What follows belongs to an exercise in optimizing a design on an open flow for small area; a production flow would make more cautious choices. RTL that was checked went through simulation tests only; none was proved equivalent to the original. No functional check of the RTL was part of runs 3 to 6. Power is estimated from default activity; no workload was simulated.

### constraint.sdc
create_clock -name core_clock -period 4.0 [get_ports {clk_gated}]
set_input_delay 0.8000 -clock core_clock [delete_from_list [all_inputs] [get_ports {clk_gated}]]
set_output_delay 0.8000 -clock core_clock [all_outputs]
set_load 0.01 [all_outputs]
### run.sh
#!/bin/bash
# synth_recipe.tcl (not shown) runs the flow's synth.tcl, then flattens the netlist and writes it again
# the make line also repeats each setting of config.mk as NAME=value (left out here)
make -C /OpenROAD-flow-scripts/flow DESIGN_CONFIG=/design/flow/config.mk WORK_HOME=/design/flow/orfs CLKGATE_MAP_FILE= SYNTH_SCRIPT=/design/flow/synth_recipe.tcl finish
### design.v
`default_nettype none
package bsr_format_pkg;
    typedef enum logic [1:0] {
        META_ROW_PTR = 2'd0,   
        META_COL_IDX = 2'd1    
    } meta_kind_e;
    parameter int META_ADDR_W = 8;    
    parameter int BLK_IDX_W   = 16;   
    parameter int BLK_POS_W   = 16;   
    typedef struct packed {
        meta_kind_e             kind;   
        logic [META_ADDR_W-1:0] addr;   
    } meta_req_t;
endpackage
`default_nettype wire
`default_nettype none
package bsr_sched_pkg;
    typedef enum logic [3:0] {
        IDLE        = 4'd0,    
        ROW_PTR_LO  = 4'd1,    
        ROW_PTR_HI  = 4'd2,    
        CHECK_EMPTY = 4'd3,    
        COL_IDX     = 4'd4,    
        LOAD        = 4'd5,    
        OFFER       = 4'd6,    
        WAIT_DONE   = 4'd7,    
        NEXT_BLOCK  = 4'd8,    
        NEXT_ROW    = 4'd9,    
        FINISH      = 4'd10    
    } sched_state_e;
    typedef struct packed {
        logic [15:0] row;   
        logic [15:0] col;   
    } block_pos_t;
endpackage
`default_nettype wire
`default_nettype none
module bsr_scheduler
#(
    parameter int BLOCK_DIM = 8   
) (
    input  wire logic        clk_gated,
    input  wire logic        rst_n,
    input  wire logic        start,
    input  wire logic [15:0] cfg_num_block_rows,
    output logic             meta_rd_en,
    output logic [9:0]       meta_req,
    input  wire logic [31:0] meta_rd_data,
    input  wire logic        meta_rd_valid,
    output logic             block_rd_en,
    output logic [31:0]      block_rd_addr,
    input  wire logic [7:0]  block_rd_data,
    output logic             systolic_valid,
    output logic [8*BLOCK_DIM*BLOCK_DIM-1:0] systolic_block,
    output logic [31:0]      systolic_pos,
    input  wire logic        systolic_ready,
    input  wire logic        systolic_done,
    output logic             busy,
    output logic             done,
    output logic [31:0]      blocks_processed
);
    localparam int NB = 8 * BLOCK_DIM * BLOCK_DIM;
    localparam logic [2:0] S_IDLE = 3'd0,   
                           S_DONE = 3'd1,   
                           S_P0   = 3'd2,   
                           S_P1   = 3'd3,   
                           S_C    = 3'd4,   
                           S_B    = 3'd5,   
                           S_W    = 3'd6,   
                           S_F    = 3'd7;   
    logic [2:0]    st;
    logic          pend;      
    logic [5:0]    k;         
    logic [7:0]    j;         
    logic [7:0]    row;       
    logic [7:0]    nrows;     
    logic [15:0]   col;       
    logic [NB-1:0] sr;        
    logic       rd_st;
    logic       ack;
    logic [7:0] row_p1;
    logic [7:0] d;
    logic       k_wrap;
    assign rd_st   = (st == S_P0) | (st == S_P1) | (st == S_C) | (st == S_F);
    assign ack     = pend & meta_rd_valid;
    assign row_p1  = row + 8'd1;
    assign d       = meta_rd_data[7:0];
    assign k_wrap  = (k == 6'd1);   
    assign busy           = (st != S_IDLE) & (st != S_DONE);
    assign done           = (st == S_DONE);
    assign meta_rd_en     = rd_st & ~pend;
    assign meta_req[9]    = 1'b0;
    assign meta_req[8]    = (st == S_C);
    assign meta_req[7:0]  = (st == S_C) ? j : (st == S_P1) ? row_p1 : 8'd0;
    assign block_rd_en    = busy;
    assign block_rd_addr  = {18'd0, j, k};
    assign systolic_valid = (st == S_B) & pend & k_wrap & systolic_ready;
    assign systolic_pos   = {8'd0, row, col};
    assign systolic_block = sr;
    assign blocks_processed = {24'd0, j};
    always_ff @(posedge clk_gated or negedge rst_n) begin
        if (!rst_n) begin
            st   <= S_IDLE;
            pend <= 1'b0;
            k    <= 6'd0;
        end else begin
            k <= k + 6'd1;
            if (rd_st) begin
                if (!pend) begin
                    pend <= 1'b1;
                end else if (meta_rd_valid) begin
                    pend <= 1'b0;
                    case (st)
                        S_P0: st <= S_P1;
                        S_P1: begin
                            if (d != j)           st <= S_C;
                            else if (row_p1 == nrows) st <= S_F;
                        end
                        S_C:  st <= S_B;
                        default: st <= S_DONE;   
                    endcase
                end
            end else begin
                case (st)
                    S_B: begin
                        if (k_wrap) begin
                            if (!pend) pend <= 1'b1;
                            else if (systolic_ready) begin
                                pend <= 1'b0;
                                st   <= S_W;
                            end
                        end
                    end
                    S_W: if (systolic_done) st <= S_P1;
                    default: if (start) st <= S_P0;   
                endcase
            end
        end
    end
    always_ff @(posedge clk_gated) begin
        sr <= {block_rd_data, sr[NB-1:8]};
        if (!busy && start) begin
            nrows <= cfg_num_block_rows[7:0];
            row   <= 8'hFF;
        end
        if (ack) begin
            if (st == S_P0) begin
                j   <= d;
                row <= row_p1;
            end
            if (st == S_P1 && d == j && row_p1 != nrows) row <= row_p1;
            if (st == S_C) col <= meta_rd_data[15:0];
            if (st == S_F) j <= j - d;
        end
        if (st == S_W && systolic_done) j <= j + 8'd1;
    end
endmodule
`default_nettype wire
### config.mk
export PLATFORM = sky130hd
export DESIGN_NAME = bsr_scheduler
export DESIGN_NICKNAME = bsr_scheduler
export VERILOG_FILES = /design/flow/design.v
export SDC_FILE = /design/flow/constraint.sdc
export NUM_CORES = 4
export LEC_CHECK = 0
export CAP_MARGIN = 20
export CORE_MARGIN = 2
export CORE_UTILIZATION = 40
export PLACE_DENSITY = 0.6
export SLEW_MARGIN = 20
==> results of run 1 <==
## cells by family after synthesis
| logic type | count (synthesis) | share of synthesized area |
|---|---|---|
| muxes | 9 | 0.00670 |
| xor gates and xnor gates | 29 | 0.0186 |
| other | 1 | 0.000275 |
| buffers and inverters | 96 | 0.0483 |
| DFF | 562 | 0.852 |
| and+or+nand+nor | 80 | 0.0313 |
| AOI/OAI and AO/OA | 66 | 0.0311 |
| adders and majority gates | 12 | 0.0116 |
==> flow_metrics.env, run 1 <==
export IMPL_status="aborted with a tool error"
export IMPL_stop_stage="I/O pin placement"
export IMPL_tool_error="[ERROR PPL-0024] Number of IO pins (685) exceeds maximum number of available positions (676). Increase the die perimeter from 754.60um to 931.60um."
export IMPL_initial_core_util=0.407
export IMPL_synthCells=855
export IMPL_synth_edf_count=32
export IMPL_synth_top_cells_by_area="dfxtp_1, edfxtp_1, buf_4"
export IMPL_yosys_area_top_type="dfxtp_1"
export IMPL_num_rows=67
export IMPL_seq_area_frac_synth=0.852
export IMPL_die_y_um=189
export IMPL_synthArstFlopShare=0.0178
export IMPL_yosys_cell_count_top_type="dfxtp_1"
export IMPL_synth_top_area_share=0.763
export IMPL_postSynthRegisterBits=562
export IMPL_syn_avg_cell_area_um2=16.0
export IMPL_die_w_um=189
export IMPL_synthesis_area_um2=13600
export IMPL_synth_commonest_cells="dfxtp_1, buf_4, edfxtp_1"
export IMPL_synth_warnings=1
export IMPL_yosys_cell_types_count=55
export IMPL_ys_flop_type="dfxtp_1"
==> run 2: changes to the inputs <==
--- a/config.mk
+++ b/config.mk
@@ -7,6 +7,6 @@
 export LEC_CHECK = 0
 export CAP_MARGIN = 20
-export CORE_MARGIN = 2
-export CORE_UTILIZATION = 40
+export CORE_AREA = 4 4 236 236
+export DIE_AREA = 0 0 240 240
 export PLACE_DENSITY = 0.6
 export SLEW_MARGIN = 20
==> run 2 against run 1 <==
The run now finishes clean. Area after synthesis unchanged. Synthesized cell count unchanged.
==> flow_metrics.env, run 2 <==
export IMPL_cp_depth=5
export IMPL_wire_per_inst_um=18.6
export IMPL_finalSetupTns_ps=0
export IMPL_vias_per_cell=3.82
export IMPL_min_from="sr[237]"
export IMPL_hold_buffers=0
export IMPL_crit_path_max_incr_delay_ps=670
export IMPL_peakVddDrop_uv=513
export IMPL_relSlewSlack=0.483
export IMPL_status="finished clean"
export IMPL_ys_flop_type="dfxtp_1"
export IMPL_cp_max_fo=5
export IMPL_whs_ps=342
export IMPL_arrival_ps=2860
export IMPL_synth_warnings=1
export IMPL_ios=685
export IMPL_place_gp_congestion=0.807
export IMPL_core_area_um2=53000
export IMPL_maxSlewViolCount=0
export IMPL_total_power_mw=13.8
export IMPL_path_buf_inv=1
export IMPL_initial_core_util=0.257
export IMPL_ctsLongestPathBuffers=3
export IMPL_synth_top_cells_by_area="dfxtp_1, edfxtp_1, buf_4"
export IMPL_pre_cts_ws_ps=543
export IMPL_worst_slack_ps=343
export IMPL_hold_path_class="register to register"
export IMPL_die_y_um=240
export IMPL_drive_gt1_frac=0.0680
export IMPL_ctsRootBufferMaster="clkbuf_16"
export IMPL_regMostFlops="sr"
export IMPL_num_rows=84
export IMPL_worstSetupEndpointType="output port"
export IMPL_grt_use_total=0.134
export IMPL_grt_pass1_vias=8831
export IMPL_yosys_area_top_type="dfxtp_1"
export IMPL_cts_made_buffers=55
export IMPL_rrSetupSlack_ps=1220
export IMPL_setup_violations=0
export IMPL_synth_commonest_cells="dfxtp_1, buf_4, edfxtp_1"
export IMPL_drc=0
export IMPL_final_common_cell="clkdlybuf4s50_1"
export IMPL_dpl_cell_area_um2=20200
export IMPL_fin_area_um2=22200
export IMPL_drt_iter0_markers=334
export IMPL_synthCells=855
export IMPL_largest_reg_flops=512
export IMPL_critPathKind="register to output port"
export IMPL_grt_pass1_wl_mm=57.8
export IMPL_instances_no_fill=2232
export IMPL_yosys_cell_types_count=55
export IMPL_period_minus_slack_ps=3660
export IMPL_antenna_found_initial=0
export IMPL_layout_common_cells="clkdlybuf4s50_1, dfxtp_1, clkbuf_16"
export IMPL_portBuffers=609
export IMPL_cp_top_family="simple AND/OR/NAND/NOR gates"
export IMPL_utilization=0.419
export IMPL_rsz0062_at_grt="no"
export IMPL_r2r_start="row[0]"
export IMPL_route_vias_total=8520
export IMPL_maxCapViolCount=0
export IMPL_crit_end="systolic_valid"
export IMPL_ctsResizeCount=0
export IMPL_required_ps=3200
export IMPL_synth_edf_count=32
export IMPL_worstMarginPinSlew_ps=776
export IMPL_dp_hpwl_mm=32.5
export IMPL_cts_sinks=562
export IMPL_crit_start="k[2]"
export IMPL_crit_chain="nor4_1 -> nand2_1 -> nor3_1 -> and3_1 -> clkdlybuf4s50_1"
export IMPL_ant_nets=0
export IMPL_fill_cells=4896
export IMPL_cts_setup_buffers=0
export IMPL_syn_avg_cell_area_um2=16.0
export IMPL_nets=1572
export IMPL_postSynthRegisterBits=562
export IMPL_die_w_um=240
export IMPL_die_area_um2=57600
export IMPL_largest_registers="sr: 512 flops, col: 16 flops"
export IMPL_crit_path_start_kind="register"
export IMPL_hold_viol_final=0
export IMPL_placedCellCount=2129
export IMPL_fin_skew_ps=6.68
export IMPL_holdPathStages=0
export IMPL_cts_tree="done"
export IMPL_firstDrtPassIters=5
export IMPL_worst_r2r_cell_count=9
export IMPL_overflow=0
export IMPL_fmax_mhz=273
export IMPL_synthesis_area_um2=13600
export IMPL_areaGrowthSynthToFinish_pct=62.8
export IMPL_drt_total_wl_mm=41.5
export IMPL_power_density_nw_per_um2=620
export IMPL_seq_area_frac_synth=0.852
export IMPL_slowest_stage="nor4_1"
export IMPL_grt_max_degree=17
export IMPL_r2r_end="row[0]"
export IMPL_cts_htree_levels=2
export IMPL_fin_crit_sh=0.914
export IMPL_clkLatencyLatePin_ps=570
export IMPL_path_clk_slew_ps=60
export IMPL_synthArstFlopShare=0.0178
export IMPL_leakage_nw=8.85
export IMPL_synth_top_area_share=0.763
export IMPL_yosys_cell_count_top_type="dfxtp_1"
run 2: where the power goes:
| part | switching (mW) | internal (mW) |
|---|---|---|
| combinational | 0.911 | 1.00 |
| clock | 2.14 | 3.38 |
| sequential | 0.336 | 6.00 |
run 2: how the worst min path moves through the flow:
stage	end	slack (ps)
after global placement	sr[282]	330
final	sr[229]	340
after global routing	sr[328]	350
after CTS	sr[471]	340
after floorplan	sr[0]	380
after detailed placement	sr[227]	330
run 2: final cells by class:
type	instances	area, µm²	share of cell area
tap	688	861	0.0388
inverter	22	87.6	0.00394
clock inverter	30	445	0.0201
sequential	562	11600	0.523
antenna	1	2.50	0.000113
clock buffer	72	1540	0.0694
timing repair buffer	610	6100	0.275
multi-input combinational	247	1550	0.0696
run 2: cells by family (layout without fill, tap and decap cells):
kind of cell	count (synthesis)	count (layout)	share of synthesized area
buf+inv	96	734	0.0483
flops	562	562	0.852
simple gates	80	80	0.0313
mux	9	9	0.00670
fa+ha+maj	12	12	0.0116
xor+xnor	29	29	0.0186
compound gates	66	66	0.0311
other cells	1	52	0.000275
run 2: per-layer routing:
layer / GRT usage / vias up / wire length [µm] / share of wire
li1: - / 3992 / - / -
met2: 0.243 / 454 / 21500 / 0.52
met4: 0.0392 / 0 / 847 / 0.020
met5: 0 / - / 0 / 0
met1: 0.132 / 4013 / 14100 / 0.34
met3: 0.0703 / 61 / 5070 / 0.12
run 2: worst register-to-register path, cell delays in order, from the launching register on:
cell	delay (ps)
dfxtp_1	390
ha_1	300
xnor2_1	330
xor2_1	170
o311ai_0	130
a311oi_1	360
a41oi_2	220
o21ai_4	420
nand2b_1	90
mux2_2	260
==> run 3: changes to the inputs <==
--- a/design.v
+++ b/design.v
@@ -76,5 +76,5 @@
     logic [7:0]    nrows;     
     logic [15:0]   col;       
-    logic [NB-1:0] sr;        
+    logic [NB-9:0] sr;        
     logic       rd_st;
     logic       ack;
@@ -86,5 +86,5 @@
     assign row_p1  = row + 8'd1;
     assign d       = meta_rd_data[7:0];
-    assign k_wrap  = (k == 6'd1);   
+    assign k_wrap  = (k == 6'd0);   
     assign busy           = (st != S_IDLE) & (st != S_DONE);
     assign done           = (st == S_DONE);
@@ -97,5 +97,5 @@
     assign systolic_valid = (st == S_B) & pend & k_wrap & systolic_ready;
     assign systolic_pos   = {8'd0, row, col};
-    assign systolic_block = sr;
+    assign systolic_block = {block_rd_data, sr};
     assign blocks_processed = {24'd0, j};
     always_ff @(posedge clk_gated or negedge rst_n) begin
@@ -139,5 +139,5 @@
     end
     always_ff @(posedge clk_gated) begin
-        sr <= {block_rd_data, sr[NB-1:8]};
+        sr <= {block_rd_data, sr[NB-9:8]};
         if (!busy && start) begin
             nrows <= cfg_num_block_rows[7:0];
==> flow/run.sh (new file) <==
#!/bin/bash
# Standard ORFS layout, with small port buffers (buf_1) instead of the
# default pick, and the clock tree settings below.
set -euo pipefail
cp config.mk my_config.mk
cat >> my_config.mk <<'MK'
export BUFFER_PORTS_ARGS = -buffer_cell sky130_fd_sc_hd__buf_1
MK
if [[ -f flow/extra.mk ]]; then cat flow/extra.mk >> my_config.mk; fi
sed "s#DESIGN_CONFIG=[^ ]*#DESIGN_CONFIG=$PWD/my_config.mk#" standard.sh > my_standard.sh
bash my_standard.sh > standard_flow.log 2>&1
==> standard.sh (new file) <==
#!/bin/bash
# synth_recipe.tcl (not shown) runs the flow's synth.tcl, then flattens the netlist and writes it again
# the make line also repeats each setting of config.mk as NAME=value (left out here)
make -C /OpenROAD-flow-scripts/flow DESIGN_CONFIG=/design/flow/config.mk WORK_HOME=/design/flow/orfs CLKGATE_MAP_FILE= SYNTH_SCRIPT=/design/flow/synth_recipe.tcl "${@:-finish}"
removed: run.sh
==> run 3 against run 2 <==
First-iteration DRC count is 31% lower. Clock power decreased by 11%. Global-route usage decreased by 1.4 points. Critical path type unchanged.
==> flow_metrics.env, run 3 <==
export IMPL_met1_usage=0.116
export IMPL_path_clk_slew_ps=60
export IMPL_top_usage_layer="met2"
export IMPL_synthArstFlopShare=0.0181
export IMPL_yosys_cell_count_top_type="dfxtp_1"
export IMPL_num_rows=84
export IMPL_synthesis_area_um2=13500
export IMPL_grt_pass1_wl_mm=52.3
export IMPL_die_area_um2=57600
export IMPL_fmax_mhz=308
export IMPL_ctsResizeCount=0
export IMPL_drt_total_wl_mm=37.6
export IMPL_yosys_cell_types_count=54
export IMPL_grt_use_total=0.120
export IMPL_cts_made_buffers=52
export IMPL_synth_top_area_share=0.759
export IMPL_met3_usage=0.0477
export IMPL_synthCells=850
export IMPL_ctsLongestPathBuffers=3
export IMPL_grt_pass1_vias=8483
export IMPL_cp_max_fo=17
export IMPL_final_common_cell="buf_1"
export IMPL_clkLatencyLatePin_ps=570
export IMPL_dpl_cell_area_um2=16300
export IMPL_yosys_area_top_type="dfxtp_1"
export IMPL_status="finished clean"
export IMPL_largest_reg_flops=504
export IMPL_use_met2=0.224
export IMPL_hold_buffers=0
export IMPL_wire_per_inst_um=16.9
export IMPL_worstMarginPinSlew_ps=760
export IMPL_relSlewSlack=0.492
export IMPL_die_y_um=240
export IMPL_syn_avg_cell_area_um2=15.9
export IMPL_drive_gt1_frac=0.0655
export IMPL_nets=1560
export IMPL_maxCapViolCount=0
export IMPL_worstSetupEndpointType="output port"
export IMPL_dp_hpwl_mm=29.7
export IMPL_die_w_um=240
export IMPL_route_vias_total=8319
export IMPL_hold_viol_final=0
export IMPL_power_density_nw_per_um2=693
export IMPL_core_area_um2=53000
export IMPL_largest_registers="sr: 504 flops, col: 16 flops"
export IMPL_hold_path_class="input pin to asynchronous set/reset pin"
export IMPL_drc=0
export IMPL_place_gp_congestion=0.880
export IMPL_synth_top_cells_by_area="dfxtp_1, edfxtp_1, buf_4"
export IMPL_period_minus_slack_ps=3250
export IMPL_fin_crit_sh=0.812
export IMPL_ys_flop_type="dfxtp_1"
export IMPL_peakVddDrop_uv=469
export IMPL_postSynthRegisterBits=554
export IMPL_antenna_found_initial=3
export IMPL_ctsRootBufferMaster="clkbuf_16"
export IMPL_cts_sinks=554
export IMPL_setup_violations=0
export IMPL_initial_core_util=0.255
export IMPL_regMostFlops="sr"
export IMPL_portBuffers=609
export IMPL_grt_max_degree=18
export IMPL_layout_common_cells="buf_1, dfxtp_1, clkbuf_16"
export IMPL_finalSetupTns_ps=0
export IMPL_vias_per_cell=3.75
export IMPL_required_ps=3200
export IMPL_fin_skew_ps=21.0
export IMPL_overflow=0
export IMPL_drt_iter0_markers=231
export IMPL_maxSlewViolCount=0
export IMPL_synth_warnings=1
export IMPL_cts_tree="done"
export IMPL_synth_edf_count=32
export IMPL_fin_area_um2=18000
export IMPL_leakage_nw=7.11
export IMPL_crit_path_start_kind="register"
export IMPL_ant_nets=0
export IMPL_rsz0062_at_grt="no"
export IMPL_arrival_ps=2450
export IMPL_critPathKind="register to output port"
export IMPL_areaGrowthSynthToFinish_pct=33.5
export IMPL_cts_setup_buffers=0
export IMPL_firstDrtPassIters=4
export IMPL_cts_htree_levels=2
export IMPL_synth_commonest_cells="dfxtp_1, buf_4, edfxtp_1"
export IMPL_ios=685
export IMPL_seq_area_frac_synth=0.848
[run 3: path summary, 6_finish.rpt]
kind	startpoint	endpoint	slack [ps]	depth (start not counted)
setup / recovery	st[1]	meta_req[1]	750	4
hold / removal	rst_n	k[3]	200	1
max in group asynchronous	rst_n	st[2]	3430	1
min in group core_clock	sr[327]	sr[319]	350	0
setup reg to reg	row[0]	row[6]	1150	9
hold reg to reg	sr[327]	sr[319]	350	0
[run 3: routing by layer]
layer / share of wire / wire (µm)
met2: 0.52 / 19700
met1: 0.33 / 12500
met5: 0 / 0
met3: 0.10 / 3920
met4: 0.037 / 1390
[run 3: area by class of cell]
cell class              instances  area, µm²
well taps                     688        861
clock inverters                18        183
fillers                      5212      34900
inverters                      17       63.8
multi-input cells             249       1590
repair buffers                612       2310
flip-flops and latches        554      11500
diodes                          1       2.50
clock buffers                  77       1570
[run 3: stage by stage]
step / util / worst slack, ps / cells / hold WS, ps / power, mW
finish: 0.340 / 752 / 2216 / 197 / 12.5
global route: 0.340 / 536 / 2215 / 224 / 13.0
CTS: 0.340 / 738 / 2215 / 167 / 12.7
detailed placement: 0.307 / 747 / 2120 / 334 / 7.69
global placement: 0.307 / 843 / 2120 / 332 / 7.67
floorplan: - / 1370 / 900 / 382 / 7.23
[run 3: kinds of logic (layout without fill, tap and decap cells)]
logic type               after synthesis  after routing  synth area share
AO/OA/AOI/OAI                         62             62            0.0275
XOR/XNOR                              30             30            0.0249
adder cells (fa/ha/maj)               12             12            0.0117
buffers and inverters                 97            724            0.0484
flip-flops                           554            554             0.848
multiplexers                           6              6           0.00463
other                                  1             52          0.000278
AND/OR/NAND/NOR                       88             88            0.0343
[run 3: report_power, final]
group / switching [mW] / internal (mW) / total, mW
Clock: 2.03 / 2.91 / 4.94
Sequential: 0.297 / 5.90 / 6.20
Combinational: 0.826 / 0.531 / 1.36
[run 3: worst max-delay path: stages, from the launching register on]
cell	delay, ps
dfrtp_1	550
nand2b_1	310
nor2_1	580
a22o_1	280
buf_1	160
==> run 4: changes to the inputs <==
--- a/design.v
+++ b/design.v
@@ -61,12 +61,12 @@
 );
     localparam int NB = 8 * BLOCK_DIM * BLOCK_DIM;
-    localparam logic [2:0] S_IDLE = 3'd0,   
-                           S_DONE = 3'd1,   
-                           S_P0   = 3'd2,   
-                           S_P1   = 3'd3,   
-                           S_C    = 3'd4,   
-                           S_B    = 3'd5,   
-                           S_W    = 3'd6,   
-                           S_F    = 3'd7;   
+    localparam logic [2:0] S_IDLE = 3'b000,   
+                           S_DONE = 3'b001,   
+                           S_B    = 3'b100,   
+                           S_W    = 3'b101,   
+                           S_P0   = 3'b010,   
+                           S_P1   = 3'b011,   
+                           S_C    = 3'b110,   
+                           S_F    = 3'b111;   
     logic [2:0]    st;
     logic          pend;      
@@ -82,15 +82,19 @@
     logic [7:0] d;
     logic       k_wrap;
-    assign rd_st   = (st == S_P0) | (st == S_P1) | (st == S_C) | (st == S_F);
+    logic       same;
+    logic       last;
+    assign rd_st   = st[1];
     assign ack     = pend & meta_rd_valid;
     assign row_p1  = row + 8'd1;
     assign d       = meta_rd_data[7:0];
     assign k_wrap  = (k == 6'd0);   
-    assign busy           = (st != S_IDLE) & (st != S_DONE);
+    assign same    = (d == j);
+    assign last    = (row_p1 == nrows);
+    assign busy           = st[2] | st[1];
     assign done           = (st == S_DONE);
     assign meta_rd_en     = rd_st & ~pend;
     assign meta_req[9]    = 1'b0;
     assign meta_req[8]    = (st == S_C);
-    assign meta_req[7:0]  = (st == S_C) ? j : (st == S_P1) ? row_p1 : 8'd0;
+    assign meta_req[7:0]  = (st == S_C) ? j : row_p1;
     assign block_rd_en    = busy;
     assign block_rd_addr  = {18'd0, j, k};
@@ -114,6 +118,6 @@
                         S_P0: st <= S_P1;
                         S_P1: begin
-                            if (d != j)           st <= S_C;
-                            else if (row_p1 == nrows) st <= S_F;
+                            if (!same)     st <= S_C;
+                            else if (last) st <= S_F;
                         end
                         S_C:  st <= S_B;
@@ -145,9 +149,6 @@
         end
         if (ack) begin
-            if (st == S_P0) begin
-                j   <= d;
-                row <= row_p1;
-            end
-            if (st == S_P1 && d == j && row_p1 != nrows) row <= row_p1;
+            if (st == S_P0 || (st == S_P1 && same)) row <= last ? 8'hFF : row_p1;
+            if (st == S_P0) j <= d;
             if (st == S_C) col <= meta_rd_data[15:0];
             if (st == S_F) j <= j - d;
--- a/config.mk
+++ b/config.mk
@@ -8,4 +8,7 @@
 export CAP_MARGIN = 20
 export CORE_AREA = 4 4 236 236
+export CTS_BUF_LIST = sky130_fd_sc_hd__clkbuf_8
+export CTS_CLUSTER_DIAMETER = 60
+export CTS_CLUSTER_SIZE = 20
 export DIE_AREA = 0 0 240 240
 export PLACE_DENSITY = 0.6
==> run 4 against run 3 <==
Die area is the same. Highest routed layer unchanged. Global-route usage down 0.11 points. Still clean on timing, DRC and antenna. Clock-buffer cell count shrank 35. Non-clock buffer count shrank 1.
==> flow_metrics.env, run 4 <==
export IMPL_synth_commonest_cells="dfxtp_1, buf_4, edfxtp_1"
export IMPL_path_clk_slew_ps=110
export IMPL_register_area_um2=11500
export IMPL_arrival_ps=2490
export IMPL_grt_pass1_vias=8425
export IMPL_firstDrtPassIters=5
export IMPL_areaGrowthSynthToFinish_pct=26.4
export IMPL_crit_start="k[0]"
export IMPL_worst_slack_ps=710
export IMPL_utilization=0.322
export IMPL_yosys_area_top_type="dfxtp_1"
export IMPL_whs_ps=134
export IMPL_setup_violations=0
export IMPL_power_density_nw_per_um2=618
export IMPL_die_y_um=240
export IMPL_slowest_stage="or4b_2"
export IMPL_portBuffers=609
export IMPL_cts_sinks=554
export IMPL_cp_max_fo=5
export IMPL_ctsLongestPathBuffers=3
export IMPL_hold_viol_final=0
export IMPL_route_vias_total=8287
export IMPL_syn_avg_cell_area_um2=15.7
export IMPL_ant_nets=0
export IMPL_period_minus_slack_ps=3290
export IMPL_leakage_nw=6.58
export IMPL_r2r_end="row[2]"
export IMPL_rsz0062_at_grt="no"
export IMPL_grt_use_total=0.118
export IMPL_crit_path_start_kind="register"
export IMPL_core_area_um2=53000
export IMPL_initial_core_util=0.255
export IMPL_final_common_cell="buf_1"
export IMPL_multi_input_area_um2=1550
export IMPL_fin_area_um2=17100
export IMPL_fin_crit_sh=0.822
export IMPL_worstSetupEndpointType="output port"
export IMPL_cts_made_buffers=39
export IMPL_hold_path_class="input pin to asynchronous set/reset pin"
export IMPL_ios=685
export IMPL_antenna_found_initial=4
export IMPL_num_rows=84
export IMPL_yosys_cell_types_count=51
export IMPL_place_gp_congestion=0.891
export IMPL_die_area_um2=57600
export IMPL_synthCells=861
export IMPL_cts_htree_levels=2
export IMPL_peakVddDrop_uv=409
export IMPL_synth_top_area_share=0.760
export IMPL_clkLatencyLatePin_ps=590
export IMPL_seq_area_frac_synth=0.850
export IMPL_fill_cells=5341
export IMPL_regMostFlops="sr"
export IMPL_overflow=0
export IMPL_ctsResizeCount=0
export IMPL_status="finished clean"
export IMPL_postSynthRegisterBits=554
export IMPL_total_power_mw=10.5
export IMPL_placedCellCount=2130
export IMPL_drc=0
export IMPL_nets=1557
export IMPL_grt_max_degree=22
export IMPL_die_w_um=240
export IMPL_drt_iter0_markers=259
export IMPL_synthArstFlopShare=0.0181
export IMPL_largest_registers="sr: 504 flops, col: 16 flops"
export IMPL_synth_top_cells_by_area="dfxtp_1, edfxtp_1, buf_4"
export IMPL_largest_reg_flops=504
export IMPL_wire_per_inst_um=17.1
export IMPL_finalSetupTns_ps=0
export IMPL_yosys_cell_count_top_type="dfxtp_1"
export IMPL_crit_chain="inv_1 -> ha_1 -> or4b_2 -> nor3_1 -> nand3_1 -> nor2_1 -> buf_1"
export IMPL_maxCapViolCount=0
export IMPL_cts_tree="done"
export IMPL_synth_warnings=1
export IMPL_ctsRootBufferMaster="clkbuf_8"
export IMPL_vias_per_cell=3.78
export IMPL_cts_setup_buffers=0
export IMPL_synthesis_area_um2=13500
export IMPL_maxSlewViolCount=0
export IMPL_worstMarginPinSlew_ps=836
export IMPL_dp_hpwl_mm=30.0
export IMPL_ys_flop_type="dfxtp_1"
export IMPL_drt_total_wl_mm=37.6
export IMPL_relSlewSlack=0.441
export IMPL_synth_edf_count=32
export IMPL_required_ps=3200
export IMPL_critPathKind="register to output port"
export IMPL_worst_r2r_cell_count=8
export IMPL_crit_path_max_incr_delay_ps=580
export IMPL_instances_no_fill=2194
export IMPL_grt_pass1_wl_mm=51.8
export IMPL_dpl_cell_area_um2=16200
export IMPL_fin_skew_ps=18.8
export IMPL_pre_cts_ws_ps=846
export IMPL_r2r_start="row[0]"
export IMPL_drive_gt1_frac=0.0446
export IMPL_layout_common_cells="buf_1, dfxtp_1, conb_1"
export IMPL_hold_buffers=0
export IMPL_rrSetupSlack_ps=1230
export IMPL_fmax_mhz=304
## run 4: final cells by class
cell class / instances / area share
diodes: 4 / 0.000587
clock buffers: 42 / 0.0339
clock inverters: 18 / 0.0134
inverters: 18 / 0.00396
multi-input cells: 259 / 0.0907
flip-flops and latches: 554 / 0.672
well taps: 688 / 0.0505
repair buffers: 611 / 0.135
## run 4: worst max-delay path by stage
stage | end | depth (start not counted)
2_1_floorplan | row[7] | 8
3_3_place_gp | row[2] | 10
3_5_place_dp | row[2] | 10
4_1_cts | systolic_valid | 7
5_1_grt | systolic_valid | 7
6_report | systolic_valid | 7
## run 4: kinds of logic after synthesis
kind of cell	after synthesis	synth area share
buf+inv	98	0.0497
compound gates	70	0.0317
simple gates	93	0.0352
other cells	1	0.000278
xor+xnor	29	0.0188
mux	3	0.00232
fa+ha+maj	13	0.0124
flops	554	0.850
## run 4: critical path, delay by kind of cell (launching register included)
kind	cells	cell delay, ps
adder cells (fa/ha/maj)	1	150
buffers and inverters	2	270
flip-flops	1	440
AND/OR/NAND/NOR	4	1020
## run 4: routing by layer
layer	wire length, µm	vias up	part of all wire	track usage
met5	0	-	0	0
met4	1310	0	0.035	0.0484
met3	4060	72	0.11	0.0482
met2	19600	453	0.52	0.223
met1	12600	3826	0.33	0.114
li1	-	3936	-	-
## run 4: power by group
part	internal, mW	switching, mW
registers	5.91	0.335
clock network	1.17	1.78
logic	0.490	0.857
==> run 5: changes to the inputs <==
==> flow/extra.mk (new file) <==
export CTS_ARGS = -sink_clustering_enable -repair_clock_nets -dont_use_dummy_load -buf_list sky130_fd_sc_hd__clkbuf_8 -sink_clustering_size 20 -sink_clustering_max_diameter 60
--- a/config.mk
+++ b/config.mk
@@ -8,7 +8,4 @@
 export CAP_MARGIN = 20
 export CORE_AREA = 4 4 236 236
-export CTS_BUF_LIST = sky130_fd_sc_hd__clkbuf_8
-export CTS_CLUSTER_DIAMETER = 60
-export CTS_CLUSTER_SIZE = 20
 export DIE_AREA = 0 0 240 240
 export PLACE_DENSITY = 0.6
==> run 5 against run 4 <==
Register-to-register slack about the same. Flip-flop and latch count is the same. Clock-buffer cell count decreased by 3. First-iteration DRC count increased by 5.8%. Combinational power is essentially flat. Worst setup slack better by 32 ps. Area after synthesis is the same. Largest cell class unchanged. Highest routed layer unchanged.
==> flow_metrics.env, run 5 <==
export IMPL_largest_reg_flops=504
export IMPL_register_area_um2=11500
export IMPL_ctsLongestPathBuffers=3
export IMPL_grt_use_total=0.118
export IMPL_seq_area_frac_synth=0.850
export IMPL_synth_top_family_by_area="buffers and inverters"
export IMPL_route_vias_total=8271
export IMPL_met3_usage=0.0482
export IMPL_cts_setup_buffers=0
export IMPL_firstDrtPassIters=5
export IMPL_maxSlewViolCount=0
export IMPL_leakage_nw=6.44
export IMPL_multi_input_area_um2=1550
export IMPL_drt_total_wl_mm=37.5
export IMPL_synthCells=861
export IMPL_dpl_cell_area_um2=16200
export IMPL_synth_compound_area_frac=0.0317
export IMPL_relSlewSlack=0.413
export IMPL_rsz0062_at_grt="no"
export IMPL_nets=1557
export IMPL_ant_nets=0
export IMPL_met1_usage=0.114
export IMPL_drive_gt1_frac=0.0331
export IMPL_antenna_found_initial=4
export IMPL_place_gp_congestion=0.891
export IMPL_maxCapViolCount=0
export IMPL_fill_cells=5360
export IMPL_hold_path_class="input pin to asynchronous set/reset pin"
export IMPL_grt_pass1_vias=8375
export IMPL_wire_per_inst_um=17.2
export IMPL_drt_iter0_markers=274
export IMPL_grt_max_degree=21
export IMPL_synth_mux_area_fraction=0.00232
export IMPL_core_area_um2=53000
export IMPL_layout_common_cells="buf_1, dfxtp_1, conb_1"
export IMPL_initial_core_util=0.255
export IMPL_arrival_ps=2460
export IMPL_fmax_mhz=307
export IMPL_synth_warnings=1
export IMPL_cts_sinks=554
export IMPL_die_w_um=240
export IMPL_top_usage_layer="met2"
export IMPL_cts_made_buffers=39
export IMPL_clkLatencyLatePin_ps=600
export IMPL_power_density_nw_per_um2=598
export IMPL_crit_path_start_kind="register"
export IMPL_grt_pass1_wl_mm=51.7
export IMPL_synth_top_area_share=0.760
export IMPL_path_clk_slew_ps=100
export IMPL_synth_commonest_cells="dfxtp_1, buf_4, edfxtp_1"
export IMPL_yosys_cell_count_top_type="dfxtp_1"
export IMPL_drc=0
export IMPL_postSynthRegisterBits=554
export IMPL_portBuffers=609
export IMPL_hold_viol_final=0
export IMPL_die_area_um2=57600
export IMPL_yosys_area_top_type="dfxtp_1"
export IMPL_ctsResizeCount=0
export IMPL_synth_top_cells_by_area="dfxtp_1, edfxtp_1, buf_4"
export IMPL_synthArstFlopShare=0.0181
export IMPL_overflow=0
export IMPL_regMostFlops="sr"
export IMPL_areaGrowthSynthToFinish_pct=24.4
export IMPL_die_y_um=240
export IMPL_fin_skew_ps=61.0
export IMPL_dp_hpwl_mm=30.0
export IMPL_worstMarginPinSlew_ps=877
export IMPL_ctsRootBufferMaster="clkbuf_8"
export IMPL_setup_violations=0
export IMPL_cp_max_fo=5
export IMPL_fin_area_um2=16800
export IMPL_final_common_cell="buf_1"
export IMPL_worstSetupEndpointType="output port"
export IMPL_yosys_cell_types_count=51
export IMPL_ys_flop_type="dfxtp_1"
export IMPL_num_rows=84
export IMPL_hold_buffers=0
export IMPL_fin_crit_sh=0.814
export IMPL_use_met2=0.222
export IMPL_synthesis_area_um2=13500
export IMPL_ios=685
export IMPL_required_ps=3200
export IMPL_cts_tree="done"
export IMPL_syn_avg_cell_area_um2=15.7
export IMPL_critPathKind="register to output port"
export IMPL_peakVddDrop_uv=368
export IMPL_synth_edf_count=32
export IMPL_synth_xor_area_frac=0.0188
export IMPL_synth_simple_area_share=0.0352
export IMPL_cts_htree_levels=2
export IMPL_largest_registers="sr: 504 flops, col: 16 flops"
export IMPL_period_minus_slack_ps=3260
export IMPL_finalSetupTns_ps=0
export IMPL_status="finished clean"
export IMPL_vias_per_cell=3.81
export IMPL_synth_fa_ha_area_frac=0.0124
[run 5: cell counts after synthesis]
No cell type changed its count.
[run 5: path summary, 6_finish.rpt]
check / from / endpoint / slack, ps / depth (start not counted)
min in group core_clock: sr[206] / sr[198] / 270 / 0
max in group asynchronous: rst_n / st[0] / 3470 / 1
setup / recovery: k[0] / systolic_valid / 740 / 7
setup reg to reg: row[0] / row[2] / 1240 / 8
hold reg to reg: sr[206] / sr[198] / 270 / 0
hold / removal: rst_n / k[0] / 160 / 1
[run 5: cells by family after synthesis]
| group | Yosys count |
|---|---|
| flip-flops | 554 |
| multiplexers | 3 |
| other | 1 |
| AND/OR/NAND/NOR | 93 |
| AO/OA/AOI/OAI | 70 |
| XOR/XNOR | 29 |
| buffers and inverters | 98 |
| adder cells (fa/ha/maj) | 13 |
[run 5: area by class of cell]
type / count / share of cell area
antenna: 3 / 0.000447
multi-input combinational: 259 / 0.0922
timing repair buffer: 611 / 0.137
clock buffer: 39 / 0.0320
sequential: 554 / 0.683
inverter: 18 / 0.00403
tap: 688 / 0.0513
[run 5: worst max-delay path: stages, from the launching register on]
cell and delay, ps:
dfrtp_1 440, inv_1 100, ha_1 150, or4b_2 580, nor3_1 200, nand3_1 140
nor2_1 100, buf_1 170
[run 5: power by group]
part	switching [mW]	leakage, nW	internal, mW
Clock	1.56	0.280	0.879
Combinational	0.854	1.47	0.490
Sequential	0.333	4.69	5.91
[run 5: layer usage]
layer / part of all wire / up-vias
met3: 0.11 / 69
met1: 0.33 / 3828
met4: 0.035 / 0
li1: - / 3915
met5: 0 / -
met2: 0.52 / 459
[run 5: per-stage QoR]
step | std cells | setup slack [ps] | utilization | hold slack (ps) | power [mW]
6_report | 2172 | 743 | 0.317 | 164 | 10.0
5_1_grt | 2170 | 498 | 0.317 | 138 | 10.5
4_1_cts | 2169 | 646 | 0.317 | 104 | 10.2
3_5_place_dp | 2130 | 846 | 0.307 | 334 | 7.72
3_3_place_gp | 2130 | 876 | 0.307 | 331 | 7.70
2_1_floorplan | 911 | 1390 | - | 382 | 7.25
==> run 6: changes to the inputs <==
==> flow/extra.mk (replaced) <==
export CTS_ARGS = -sink_clustering_enable -repair_clock_nets -dont_use_dummy_load -buf_list sky130_fd_sc_hd__clkbuf_4 -sink_clustering_size 10 -sink_clustering_max_diameter 40
==> run 6 against run 5 <==
Power up 0.40%. Clock-buffer cell count up 34. Register-to-register slack worse by 20 ps. Area after synthesis unchanged. Fmax down 4.5%. Non-clock buffer count up 1. Critical path depth unchanged. Wire length up 1.5%. Utilization up 0.064 points. Sequential power about the same. Die area unchanged.
==> flow_metrics.env, run 6 <==
export IMPL_status="finished clean"
export IMPL_crit_path_start_kind="register"
export IMPL_cts_sinks=554
export IMPL_largest_registers="sr: 504 flops, col: 16 flops"
export IMPL_drt_iter0_markers=285
export IMPL_path_buf_inv=2
export IMPL_cp_top_family="simple AND/OR/NAND/NOR gates"
export IMPL_seq_area_frac_synth=0.850
export IMPL_place_gp_congestion=0.891
export IMPL_grt_use_total=0.122
export IMPL_postSynthRegisterBits=554
export IMPL_r2r_start="j[3]"
export IMPL_synth_simple_area_share=0.0352
export IMPL_synth_commonest_cells="dfxtp_1, buf_4, edfxtp_1"
export IMPL_ios=685
export IMPL_fin_area_um2=16800
export IMPL_required_ps=3200
export IMPL_peakVddDrop_uv=350
export IMPL_num_rows=84
export IMPL_fmax_mhz=293
export IMPL_synth_fa_ha_area_frac=0.0124
export IMPL_synthesis_area_um2=13500
export IMPL_worstSetupEndpointType="output port"
export IMPL_initial_core_util=0.255
export IMPL_final_common_cell="buf_1"
export IMPL_cts_made_buffers=73
export IMPL_min_from="block_rd_data[6]"
export IMPL_cp_max_fo=5
export IMPL_crit_end="systolic_valid"
export IMPL_cts_setup_buffers=0
export IMPL_worst_r2r_cell_count=8
export IMPL_ctsRootBufferMaster="clkbuf_4"
export IMPL_fin_skew_ps=65.6
export IMPL_yosys_area_top_type="dfxtp_1"
export IMPL_hold_buffers=1
export IMPL_areaGrowthSynthToFinish_pct=24.6
export IMPL_multi_input_area_um2=1550
export IMPL_regMostFlops="sr"
export IMPL_yosys_cell_count_top_type="dfxtp_1"
export IMPL_synth_compound_area_frac=0.0317
export IMPL_firstDrtPassIters=5
export IMPL_synth_edf_count=32
export IMPL_maxSlewViolCount=0
export IMPL_drc=0
export IMPL_power_density_nw_per_um2=599
export IMPL_yosys_cell_types_count=51
export IMPL_cts_tree="done"
export IMPL_arrival_ps=2610
export IMPL_crit_start="k[0]"
export IMPL_clkLatencyLatePin_ps=740
export IMPL_core_area_um2=53000
export IMPL_dpl_cell_area_um2=16200
export IMPL_vias_per_cell=3.84
export IMPL_synth_mux_area_fraction=0.00232
export IMPL_synth_xor_area_frac=0.0188
export IMPL_synthCells=861
export IMPL_worstMarginPinSlew_ps=965
export IMPL_cts_htree_levels=3
export IMPL_ctsResizeCount=0
export IMPL_die_y_um=240
export IMPL_path_clk_slew_ps=100
export IMPL_fin_crit_sh=0.853
export IMPL_synth_top_family_by_area="buffers and inverters"
export IMPL_grt_pass1_vias=8711
export IMPL_largest_reg_flops=504
export IMPL_fill_cells=5379
export IMPL_grt_max_degree=19
export IMPL_die_area_um2=57600
export IMPL_route_vias_total=8484
export IMPL_synth_top_area_share=0.760
export IMPL_rrSetupSlack_ps=1220
export IMPL_relSlewSlack=0.354
export IMPL_portBuffers=609
export IMPL_r2r_end="row[2]"
export IMPL_cp_depth=7
export IMPL_hold_path_class="input pin to register"
export IMPL_crit_chain="inv_1 -> ha_1 -> or4b_2 -> nor3_1 -> nand3_1 -> nor2_1 -> buf_1"
export IMPL_antenna_found_initial=6
export IMPL_synthArstFlopShare=0.0181
export IMPL_hold_viol_final=0
export IMPL_register_area_um2=11500
export IMPL_layout_common_cells="buf_1, dfxtp_1, clkbuf_4"
export IMPL_dp_hpwl_mm=30.0
export IMPL_die_w_um=240
export IMPL_ys_flop_type="dfxtp_1"
export IMPL_setup_violations=0
export IMPL_wire_per_inst_um=17.2
export IMPL_period_minus_slack_ps=3410
export IMPL_total_power_mw=10.1
export IMPL_synth_top_cells_by_area="dfxtp_1, edfxtp_1, buf_4"
export IMPL_leakage_nw=6.50
export IMPL_synth_warnings=1
export IMPL_critPathKind="register to output port"
export IMPL_rsz0062_at_grt="no"
export IMPL_grt_pass1_wl_mm=52.8
export IMPL_nets=1592
export IMPL_finalSetupTns_ps=0
export IMPL_ctsLongestPathBuffers=3
export IMPL_drive_gt1_frac=0.0547
export IMPL_drt_total_wl_mm=38.0
export IMPL_maxCapViolCount=0
export IMPL_overflow=0
export IMPL_syn_avg_cell_area_um2=15.7
export IMPL_slowest_stage="or4b_2"
export IMPL_crit_path_max_incr_delay_ps=580
export IMPL_ant_nets=0
export IMPL_utilization=0.317
run 6: cell counts after synthesis:
Identical to the previous run, type by type.
run 6: routing by layer:
layer,wire length [µm],vias up,track usage,part of all wire
met5,0,-,0,0
met2,19500,482,0.221,0.51
met4,1430,0,0.0554,0.038
met1,12800,3899,0.114,0.34
li1,-,4016,-,-
met3,4300,87,0.0617,0.11
run 6: final cells by class:
type / instances / share of cell area
inverters: 18 / 0.00402
diodes: 8 / 0.00119
flip-flops and latches: 554 / 0.682
well taps: 688 / 0.0512
repair buffers: 612 / 0.137
multi-input cells: 259 / 0.0920
clock buffers: 73 / 0.0326
run 6: cells by family (layout without fill, tap and decap cells):
logic type | Yosys count | in the layout
xor gates and xnor gates | 29 | 29
DFF | 554 | 554
and+or+nand+nor | 93 | 93
adders and majority gates | 13 | 13
muxes | 3 | 3
other | 1 | 59
buffers and inverters | 98 | 703
AOI/OAI and AO/OA | 70 | 70
run 6: worst min-delay path by stage:
stage / end / slack, ps / depth (start not counted)
after floorplan: sr[0] / 380 / 0
after global placement: sr[197] / 330 / 0
after detailed placement: sr[304] / 330 / 0
after CTS: sr[502] / 20 / 1
after global routing: sr[502] / 30 / 1
final: sr[502] / 160 / 1
run 6: per-stage QoR:
stage	std cells	setup slack, ps	hold WS (ps)
finish	2212	589	159
global route	2210	240	25.4
CTS	2204	410	17.7
detailed placement	2130	846	334
global placement	2130	876	331
floorplan	911	1390	382
run 6: report_power, final:
| group | total (mW) | internal (mW) | leakage, nW | switching (mW) |
|---|---|---|---|---|
| sequential | 6.24 | 5.91 | 4.69 | 0.335 |
| clock | 2.48 | 0.840 | 0.336 | 1.64 |
| combinational | 1.34 | 0.491 | 1.47 | 0.853 |
| total | 10.1 | 7.24 | 6.50 | 2.83 |
==> run 7: changes to the inputs <==
--- a/design.v
+++ b/design.v
@@ -83,4 +83,5 @@
     logic       k_wrap;
     logic       same;
+    logic [7:0] diff;      
     logic       last;
     assign rd_st   = st[1];
@@ -89,5 +90,6 @@
     assign d       = meta_rd_data[7:0];
     assign k_wrap  = (k == 6'd0);   
-    assign same    = (d == j);
+    assign diff    = j - (d | {8{st == S_W}});
+    assign same    = (diff == 8'd0);
     assign last    = (row_p1 == nrows);
     assign busy           = st[2] | st[1];
@@ -152,7 +154,7 @@
             if (st == S_P0) j <= d;
             if (st == S_C) col <= meta_rd_data[15:0];
-            if (st == S_F) j <= j - d;
+            if (st == S_F) j <= diff;
         end
-        if (st == S_W && systolic_done) j <= j + 8'd1;
+        if (st == S_W && systolic_done) j <= diff;
     end
 endmodule
==> flow/extra.mk (replaced) <==
export CTS_ARGS = -sink_clustering_enable -repair_clock_nets -dont_use_dummy_load -buf_list sky130_fd_sc_hd__clkbuf_8 -sink_clustering_size 20 -sink_clustering_max_diameter 60
--- a/config.mk
+++ b/config.mk
@@ -9,4 +9,4 @@
 export CORE_AREA = 4 4 236 236
 export DIE_AREA = 0 0 240 240
-export PLACE_DENSITY = 0.6
+export PLACE_DENSITY = 0.85
 export SLEW_MARGIN = 20
==> run 7 against run 6 <==
Still clean. Fmax up 3.0%. Area after synthesis down 0.18%. Global-route usage down 0.11 points. Clock skew down 17 ps. Clock power down 4%. Sequential share of layout area up 0.29 points. Cell count down 2.6%. Largest power group unchanged.
==> flow_metrics.env, run 7 <==
export IMPL_yosys_cell_count_top_type="dfxtp_1"
export IMPL_arrival_ps=3730
export IMPL_initial_core_util=0.254
export IMPL_place_gp_congestion=0.872
export IMPL_postSynthRegisterBits=554
export IMPL_synthCells=843
export IMPL_ctsLongestPathBuffers=3
export IMPL_synth_top_family_by_area="buffers and inverters"
export IMPL_yosys_area_top_type="dfxtp_1"
export IMPL_synth_commonest_cells="dfxtp_1, buf_4, edfxtp_1, nor2_1, nand2_1"
export IMPL_hold_path_class="input pin to asynchronous set/reset pin"
export IMPL_cts_sinks=554
export IMPL_synth_warnings=1
export IMPL_areaGrowthSynthToFinish_pct=24.3
export IMPL_power_density_nw_per_um2=610
export IMPL_yosys_cell_types_count=65
export IMPL_drc=0
export IMPL_synth_compound_area_frac=0.0326
export IMPL_ctsRootBufferMaster="clkbuf_8"
export IMPL_required_ps=4420
export IMPL_syn_avg_cell_area_um2=16.0
export IMPL_drt_total_wl_mm=38.1
export IMPL_worst_slack_ps=689
export IMPL_hold_viol_final=0
export IMPL_total_power_mw=10.2
export IMPL_fin_skew_ps=48.5
export IMPL_dp_hpwl_mm=30.8
export IMPL_peakVddDrop_uv=396
export IMPL_maxCapViolCount=0
export IMPL_cts_setup_buffers=0
export IMPL_synth_edf_count=32
export IMPL_synth_mux_area_fraction=0.00465
export IMPL_dpl_cell_area_um2=16200
export IMPL_setup_violations=0
export IMPL_synth_top_cells_by_area="dfxtp_1, edfxtp_1, buf_4"
export IMPL_largest_registers="sr: 504 flops, col: 16 flops"
export IMPL_final_common_cell="buf_1"
export IMPL_die_area_um2=57600
export IMPL_cp_max_fo=13
export IMPL_worstMarginPinSlew_ps=983
export IMPL_num_rows=84
export IMPL_maxSlewViolCount=0
export IMPL_largest_reg_flops=504
export IMPL_drt_iter0_markers=293
export IMPL_cts_made_buffers=37
export IMPL_grt_use_total=0.121
export IMPL_drive_gt1_frac=0.0396
export IMPL_crit_path_start_kind="register"
export IMPL_fin_crit_sh=0.828
export IMPL_core_area_um2=53000
export IMPL_clkLatencyLatePin_ps=580
export IMPL_die_w_um=240
export IMPL_synth_top_area_share=0.761
export IMPL_synth_simple_area_share=0.0356
export IMPL_instances_no_fill=2154
export IMPL_ys_flop_type="dfxtp_1"
export IMPL_status="finished clean"
export IMPL_critPathKind="register to register"
export IMPL_regMostFlops="sr"
export IMPL_path_clk_slew_ps=100
export IMPL_cts_tree="done"
export IMPL_synth_fa_ha_area_frac=0.0108
export IMPL_wire_per_inst_um=17.7
export IMPL_die_y_um=240
export IMPL_utilization=0.316
export IMPL_placedCellCount=2115
export IMPL_grt_pass1_vias=8097
export IMPL_layout_common_cells="buf_1, dfxtp_1, conb_1"
export IMPL_vias_per_cell=3.85
export IMPL_firstDrtPassIters=4
export IMPL_route_vias_total=8299
export IMPL_whs_ps=172
export IMPL_cts_htree_levels=2
export IMPL_ctsResizeCount=0
export IMPL_antenna_found_initial=3
export IMPL_fmax_mhz=302
export IMPL_period_minus_slack_ps=3310
export IMPL_worstSetupEndpointType="register"
export IMPL_grt_max_degree=21
export IMPL_synthesis_area_um2=13500
export IMPL_overflow=0
export IMPL_nets=1539
export IMPL_ant_nets=0
export IMPL_seq_area_frac_synth=0.851
export IMPL_grt_pass1_wl_mm=51.7
export IMPL_leakage_nw=6.48
export IMPL_hold_buffers=0
export IMPL_ios=685
export IMPL_pre_cts_ws_ps=548
export IMPL_portBuffers=609
export IMPL_synth_xor_area_frac=0.0168
export IMPL_fin_area_um2=16700
export IMPL_rsz0062_at_grt="no"
export IMPL_relSlewSlack=0.342
export IMPL_finalSetupTns_ps=0
export IMPL_synthArstFlopShare=0.0181
[run 7: changes by cell type after synthesis, sizes merged, moves of 5 or more]
cell,delta
o21ai,-16
nand3,-13
nor2,+8
xor2,-8
nand2,+7
clkbuf,-5
[run 7: power by group]
part / switching (mW) / leakage, nW / internal [mW]
sequential: 0.292 / 4.69 / 5.92
combinational: 1.03 / 1.52 / 0.587
clock: 1.55 / 0.266 / 0.837
[run 7: path summary, 6_finish.rpt]
kind,startpoint,to,slack (ps),cells past startpoint
worst max-delay path,st[2],row[6],690,12
worst min-delay path,rst_n,k[5],170,1
worst max register to register,st[2],row[6],690,12
worst min register to register,sr[78],sr[70],300,0
max in group asynchronous,rst_n,st[2],3440,1
min in group core_clock,sr[78],sr[70],300,0
[run 7: kinds of logic after synthesis]
kind of cell | Yosys count
adder cells (fa/ha/maj) | 11
AO/OA/AOI/OAI | 61
flip-flops | 554
multiplexers | 6
AND/OR/NAND/NOR | 95
XOR/XNOR | 21
other | 1
buffers and inverters | 94
[run 7: metal layers]
metal	global-route usage	wire length, µm	share of wire	up-vias
met1	0.105	11700	0.31	3894
met2	0.232	20400	0.54	473
li1	-	-	-	3854
met4	0.0756	2360	0.062	0
met3	0.0436	3650	0.096	78
met5	0	0	0	-
[run 7: layout make-up]
| class | count | area [µm²] |
|---|---|---|
| diodes | 2 | 5.00 |
| clock buffers | 37 | 509 |
| fillers | 5197 | 36200 |
| inverters | 17 | 63.8 |
| multi-input cells | 245 | 1540 |
| flip-flops and latches | 554 | 11500 |
| well taps | 688 | 861 |
| repair buffers | 611 | 2300 |
[run 7: critical path, stage by stage, from the launching register on]
cell and delay (ps):
dfrtp_1 560, and3b_1 250, or2_2 120, ha_1 150
inv_1 50, fa_1 430, a211oi_1 320, nor2_1 120
a211oi_1 240, and2_2 210, a32oi_2 180, nor3_4 400
a311oi_1 140
==> run 8: changes to the inputs <==
--- a/config.mk
+++ b/config.mk
@@ -7,6 +7,6 @@
 export LEC_CHECK = 0
 export CAP_MARGIN = 20
-export CORE_AREA = 4 4 236 236
-export DIE_AREA = 0 0 240 240
-export PLACE_DENSITY = 0.85
+export CORE_AREA = 3 3 231 231
+export DIE_AREA = 0 0 234 234
+export PLACE_DENSITY = 0.6
 export SLEW_MARGIN = 20
==> run 8 against run 7 <==
Fmax down 1.5%. Flip-flop and latch count unchanged. Worst setup slack worse by 51 ps. Power increased by 0.10%. Via count shrank 0.37%. Die area down 4.9%. Still clean on timing, DRC and antenna. Non-clock buffer count increased by 1. Hold slack gained 16 ps. Critical endpoint is now row[3]. Largest cell class unchanged.
==> flow_metrics.env, run 8 <==
export IMPL_drc=0
export IMPL_hold_buffers=0
export IMPL_cts_setup_buffers=0
export IMPL_worst_slack_ps=638
export IMPL_ys_flop_type="dfxtp_1"
export IMPL_register_area_um2=11500
export IMPL_relSlewSlack=0.358
export IMPL_ios=685
export IMPL_fill_cells=5135
export IMPL_portBuffers=609
export IMPL_cts_htree_levels=2
export IMPL_worstSetupEndpointType="register"
export IMPL_total_power_mw=10.2
export IMPL_cts_tree="done"
export IMPL_synth_commonest_cells="dfxtp_1, buf_4, edfxtp_1, nor2_1, nand2_1"
export IMPL_worstMarginPinSlew_ps=962
export IMPL_die_area_um2=54800
export IMPL_grt_use_total=0.119
export IMPL_dp_hpwl_mm=29.0
export IMPL_period_minus_slack_ps=3360
export IMPL_route_vias_total=8268
export IMPL_path_clk_slew_ps=80
export IMPL_maxSlewViolCount=0
export IMPL_nets=1539
export IMPL_synth_top_cells_by_area="dfxtp_1, edfxtp_1, buf_4"
export IMPL_leakage_nw=6.48
export IMPL_largest_registers="sr: 504 flops, col: 16 flops"
export IMPL_utilization=0.329
export IMPL_place_gp_congestion=0.869
export IMPL_postSynthRegisterBits=554
export IMPL_die_w_um=234
export IMPL_num_rows=82
export IMPL_yosys_area_top_type="dfxtp_1"
export IMPL_core_area_um2=50800
export IMPL_final_common_cell="buf_1"
export IMPL_multi_input_area_um2=1540
export IMPL_drt_total_wl_mm=36.0
export IMPL_yosys_cell_types_count=65
export IMPL_antenna_found_initial=0
export IMPL_synth_top_area_share=0.761
export IMPL_drt_iter0_markers=362
export IMPL_ctsLongestPathBuffers=3
export IMPL_grt_pass1_vias=8125
export IMPL_synthCells=843
export IMPL_largest_reg_flops=504
export IMPL_firstDrtPassIters=5
export IMPL_syn_avg_cell_area_um2=16.0
export IMPL_wire_per_inst_um=16.9
export IMPL_diodes=0
export IMPL_overflow=0
export IMPL_synth_warnings=1
export IMPL_ctsRootBufferMaster="clkbuf_8"
export IMPL_ant_nets=0
export IMPL_hold_viol_final=0
export IMPL_drive_gt1_frac=0.0396
export IMPL_finalSetupTns_ps=0
export IMPL_rsz0062_at_grt="no"
export IMPL_required_ps=4480
export IMPL_peakVddDrop_uv=394
export IMPL_cp_max_fo=13
export IMPL_maxCapViolCount=0
export IMPL_synthArstFlopShare=0.0181
export IMPL_hold_path_class="input pin to asynchronous set/reset pin"
export IMPL_seq_area_frac_synth=0.851
export IMPL_vias_per_cell=3.87
export IMPL_fin_skew_ps=28.9
export IMPL_grt_max_degree=21
export IMPL_fmax_mhz=297
export IMPL_regMostFlops="sr"
export IMPL_areaGrowthSynthToFinish_pct=24.1
export IMPL_ctsResizeCount=0
export IMPL_synthesis_area_um2=13500
export IMPL_status="finished clean"
export IMPL_setup_violations=0
export IMPL_yosys_cell_count_top_type="dfxtp_1"
export IMPL_crit_path_start_kind="register"
export IMPL_initial_core_util=0.265
export IMPL_critPathKind="register to register"
export IMPL_clkLatencyLatePin_ps=580
export IMPL_cts_made_buffers=36
export IMPL_synth_edf_count=32
export IMPL_pre_cts_ws_ps=548
export IMPL_arrival_ps=3840
export IMPL_power_density_nw_per_um2=611
export IMPL_fin_crit_sh=0.840
export IMPL_layout_common_cells="buf_1, dfxtp_1, conb_1"
export IMPL_die_y_um=234
export IMPL_grt_pass1_wl_mm=49.7
export IMPL_cts_sinks=554
==> run 8: cell counts after synthesis <==
Identical to the previous run, type by type.
==> run 8: worst max-delay path: stages, from the launching register on <==
cell and delay (ps):
dfrtp_1 570, and3b_1 250, or2_2 110, ha_1 160, inv_1 60, fa_1 420, a211oi_1 320, nor2_1 110
a211oi_1 250, and2_2 220, and3_1 370, a21oi_4 150, a221oi_2 280
==> run 8: final timing paths <==
check | from | cells past startpoint | slack [ps] | endpoint
hold reg to reg | sr[367] | 0 | 320 | sr[359]
setup / recovery | st[2] | 12 | 640 | row[3]
setup reg to reg | st[2] | 12 | 640 | row[3]
hold / removal | rst_n | 1 | 190 | k[3]
min in group core_clock | sr[367] | 0 | 320 | sr[359]
max in group asynchronous | rst_n | 1 | 3440 | k[0]
==> run 8: power by group <==
| part | internal [mW] | leakage [nW] | switching [mW] |
|---|---|---|---|
| clock | 0.816 | 0.259 | 1.54 |
| combinational | 0.593 | 1.53 | 1.07 |
| sequential | 5.92 | 4.69 | 0.291 |
==> run 8: logic make-up (layout without fill, tap and decap cells) <==
group / count (synthesis) / after routing / share of synthesized area
muxes: 6 / 6 / 0.00465
other: 1 / 51 / 0.000278
and+or+nand+nor: 95 / 95 / 0.0356
AOI/OAI and AO/OA: 61 / 61 / 0.0326
buffers and inverters: 94 / 665 / 0.0482
adders and majority gates: 11 / 11 / 0.0108
xor gates and xnor gates: 21 / 21 / 0.0168
DFF: 554 / 554 / 0.851
==> run 8: metrics by stage <==
stage / std cells / area [µm²] / hold slack [ps]
after floorplan: 893 / 13700 / 382
after global placement: 2100 / 16200 / 331
after detailed placement: 2100 / 16200 / 335
after CTS: 2136 / 16700 / 127
after global routing: 2136 / 16700 / 175
final: 2136 / 16700 / 188
==> run 8: routing by layer <==
metal	global-route usage	vias up	wire length, µm	part of all wire
li1	-	3863	-	-
met1	0.118	3895	12400	0.34
met2	0.218	442	18500	0.51
met3	0.0473	68	3740	0.10
met4	0.0555	0	1360	0.038
met5	0	-	0	0
==> run 8: area by class of cell <==
| type | count | share of cell area |
|---|---|---|
| flip-flops and latches | 554 | 0.686 |
| multi-input cells | 245 | 0.0924 |
| repair buffers | 612 | 0.138 |
| inverters | 17 | 0.00382 |
| well taps | 672 | 0.0503 |
| clock buffers | 36 | 0.0296 |
==> run 9: changes to the inputs <==
==> flow/extra.mk (replaced) <==
export CTS_ARGS = -sink_clustering_enable -repair_clock_nets -dont_use_dummy_load -buf_list sky130_fd_sc_hd__clkbuf_8 -sink_clustering_size 20 -sink_clustering_max_diameter 60
export SKIP_REPAIR_TIE_FANOUT = 1
==> run 9 against run 8 <==
Still clean on timing, DRC and antenna. Design area fell by 1.0%. Flip-flop and latch count did not move. Cell count fell by 2.3%. Critical path type unchanged. Critical endpoint is now row[2]. Highest routed layer unchanged.
==> flow_metrics.env, run 9 <==
export IMPL_status="finished clean"
export IMPL_synth_top_cells_by_area="dfxtp_1, edfxtp_1, buf_4"
export IMPL_r2r_start="st[2]"
export IMPL_areaGrowthSynthToFinish_pct=22.8
export IMPL_cp_max_fo=13
export IMPL_diodes=0
export IMPL_crit_path_start_kind="register"
export IMPL_cts_htree_levels=2
export IMPL_synth_top_area_share=0.761
export IMPL_synthArstFlopShare=0.0181
export IMPL_cts_sinks=554
export IMPL_crit_path_max_incr_delay_ps=560
export IMPL_grt_pass1_wl_mm=50.6
export IMPL_fin_skew_ps=54.2
export IMPL_swShare=0.284
export IMPL_portBuffers=609
export IMPL_route_vias_total=8167
export IMPL_drt_total_wl_mm=36.3
export IMPL_initial_core_util=0.265
export IMPL_finalSetupTns_ps=0
export IMPL_fin_crit_sh=0.871
export IMPL_synth_edf_count=32
export IMPL_required_ps=4480
export IMPL_cts_setup_buffers=0
export IMPL_hold_buffers=0
export IMPL_dp_hpwl_mm=29.0
export IMPL_yosys_area_top_type="dfxtp_1"
export IMPL_antenna_found_initial=1
export IMPL_dpl_cell_area_um2=16000
export IMPL_syn_avg_cell_area_um2=16.0
export IMPL_peakVddDrop_uv=336
export IMPL_period_minus_slack_ps=3490
export IMPL_setup_violations=0
export IMPL_cts_made_buffers=37
export IMPL_grt_pass1_vias=8180
export IMPL_relSlewSlack=0.387
export IMPL_total_power_mw=10.3
export IMPL_firstDrtPassIters=4
export IMPL_worstSetupEndpointType="register"
export IMPL_drive_gt1_frac=0.0417
export IMPL_worstMarginPinSlew_ps=919
export IMPL_nets=1490
export IMPL_vias_per_cell=3.91
export IMPL_yosys_cell_types_count=65
export IMPL_die_w_um=234
export IMPL_drt_iter0_markers=385
export IMPL_pwr_share_seq=0.606
export IMPL_arrival_ps=3960
export IMPL_slowest_stage="dfrtp_1"
export IMPL_crit_top_cell="a211oi_1"
export IMPL_hold_viol_final=0
export IMPL_rrSetupSlack_ps=510
export IMPL_ant_nets=0
export IMPL_grt_max_degree=52
export IMPL_p_int_mw=7.35
export IMPL_largest_registers="sr: 504 flops, col: 16 flops"
export IMPL_power_density_nw_per_um2=621
export IMPL_ys_flop_type="dfxtp_1"
export IMPL_drc=0
export IMPL_fin_area_um2=16500
export IMPL_grt_use_total=0.123
export IMPL_placedCellCount=2050
export IMPL_regMostFlops="sr"
export IMPL_synthCells=843
export IMPL_power_frac_clock=0.234
export IMPL_maxSlewViolCount=0
export IMPL_combinationalPowerShare=0.161
export IMPL_layout_common_cells="buf_1, dfxtp_1, clkbuf_8"
export IMPL_r2r_end="row[2]"
export IMPL_ctsLongestPathBuffers=3
export IMPL_critPathKind="register to register"
export IMPL_postSynthRegisterBits=554
export IMPL_cp_top_family="simple AND/OR/NAND/NOR gates"
export IMPL_worst_r2r_cell_count=12
export IMPL_fill_cells=5119
export IMPL_yosys_cell_count_top_type="dfxtp_1"
export IMPL_clkLatencyLatePin_ps=570
export IMPL_p_sw_mw=2.92
export IMPL_path_buf_inv=1
export IMPL_largest_reg_flops=504
export IMPL_die_y_um=234
export IMPL_num_rows=82
export IMPL_synth_warnings=1
export IMPL_cts_tree="done"
export IMPL_wire_per_inst_um=17.4
export IMPL_die_area_um2=54800
export IMPL_crit_chain="and3b_1 -> or2_2 -> ha_1 -> inv_1 -> fa_1 -> a211oi_1 -> nor2_1 -> a211oi_1 -> and2_2 -> and3_1 -> a21oi_4 -> a221oi_2"
export IMPL_utilization=0.326
export IMPL_ctsResizeCount=0
export IMPL_maxCapViolCount=0
export IMPL_leakage_nw=6.32
export IMPL_rsz0062_at_grt="no"
export IMPL_ctsRootBufferMaster="clkbuf_8"
export IMPL_seq_area_frac_synth=0.851
export IMPL_overflow=0
export IMPL_instances_no_fill=2087
export IMPL_synth_commonest_cells="dfxtp_1, buf_4, edfxtp_1, nor2_1, nand2_1"
export IMPL_fmax_mhz=287
export IMPL_hold_path_class="input pin to asynchronous set/reset pin"
export IMPL_core_area_um2=50800
export IMPL_ios=685
export IMPL_synthesis_area_um2=13500
export IMPL_final_common_cell="buf_1"
export IMPL_place_gp_congestion=0.995
export IMPL_path_clk_slew_ps=70
run 9: cell counts after synthesis:
No cell type changed its count.
run 9: power by group through the flow:
| stage | clock network, mW | registers (mW) | logic (mW) |
|---|---|---|---|
| global route | 2.71 | 6.26 | 1.81 |
| finish | 2.40 | 6.22 | 1.65 |
| CTS | 2.51 | 6.22 | 1.66 |
| global placement | 0 | 6.32 | 1.64 |
| floorplan | 0 | 6.36 | 1.03 |
| detailed placement | 0 | 6.34 | 1.65 |
run 9: per-stage QoR:
step / hold WS [ps] / setup WS (ps)
final: 193 / 514
after global routing: 186 / 227
after CTS: 130 / 589
after detailed placement: 333 / 419
after global placement: 331 / 522
after floorplan: 382 / 1010
run 9: routing by layer:
metal	track usage	vias up	wire length, µm
met4	0.0492	0	1170
met2	0.224	431	18700
met1	0.126	3867	12800
met3	0.0452	62	3600
met5	0	-	0
li1	-	3807	-
run 9: area by class of cell:
type | instances | area [µm²] | share of cell area
flip-flops and latches | 554 | 11500 | 0.693
repair buffers | 612 | 2310 | 0.140
multi-input cells | 195 | 1360 | 0.0820
well taps | 672 | 841 | 0.0508
clock buffers | 37 | 509 | 0.0308
inverters | 17 | 63.8 | 0.00386
run 9: how the worst max path moves through the flow:
stage	startpoint	end	slack (ps)	depth (start not counted)
3_3_place_gp	meta_rd_data[0]	row[3]	520	12
5_1_grt	st[2]	row[7]	230	12
6_report	st[2]	row[2]	510	12
4_1_cts	st[2]	row[3]	590	12
2_1_floorplan	st[1]	row[6]	1010	14
3_5_place_dp	meta_rd_data[0]	row[6]	420	12
run 9: worst register-to-register path, delay by kind of cell (launching register included):
kind | cells | cell delay (ps)
flip-flops | 1 | 560
adder cells (fa/ha/maj) | 2 | 580
buffers and inverters | 1 | 60
AND/OR/NAND/NOR | 5 | 1100
AO/OA/AOI/OAI | 4 | 1100
run 9: cell families after synthesis:
group	share of synthesized area
other cells	0.000278
mux	0.00465
fa+ha+maj	0.0108
xor+xnor	0.0168
compound gates	0.0326
simple gates	0.0356
flops	0.851
buf+inv	0.0482

static timing again, ports no longer ideal:
The results above use ideal ports. As a check the final layouts listed here were re-extracted and re-timed, cells and wires unchanged.
Step 1, drivers: a clkbuf_16 drives clk_gated and a buf_2 each remaining input, both assumed.
Step 2 moves the port delays by t, midway between the first and last clock arrival at a register: inputs arrive t later, outputs are due t later. That takes back most of the time a late clock gives input paths.
Slacks: no drivers / after step 1 / after step 2; pairs: no drivers / after step 1.
run	t (ns)	setup slack, ns	clock arrival spread, ns	worst register clock-pin slew, ns
run 2	0.629	0.343 / 0.285 / 0.494	0.010 / 0.009	0.06 / 0.06
run 3	0.613	0.752 / 0.698 / 0.750	0.022 / 0.021	0.07 / 0.07
run 4	0.645	0.710 / 0.653 / 0.833	0.025 / 0.025	0.11 / 0.11
run 5	0.625	0.743 / 0.685 / 0.816	0.071 / 0.071	0.11 / 0.11
run 6	0.776	0.589 / 0.535 / 0.803	0.096 / 0.095	0.11 / 0.11
run 7	0.615	0.689 / 0.689 / 0.503	0.055 / 0.055	0.11 / 0.11
run 8	0.611	0.638 / 0.638 / 0.483	0.051 / 0.051	0.11 / 0.11
run 9	0.602	0.514 / 0.514 / 0.327	0.068 / 0.068	0.11 / 0.11
After both steps every run listed still meets setup and hold. The setup slack of run 9, which loses most, moves by 0.000 ns with the drivers and by -0.187 ns with both steps.
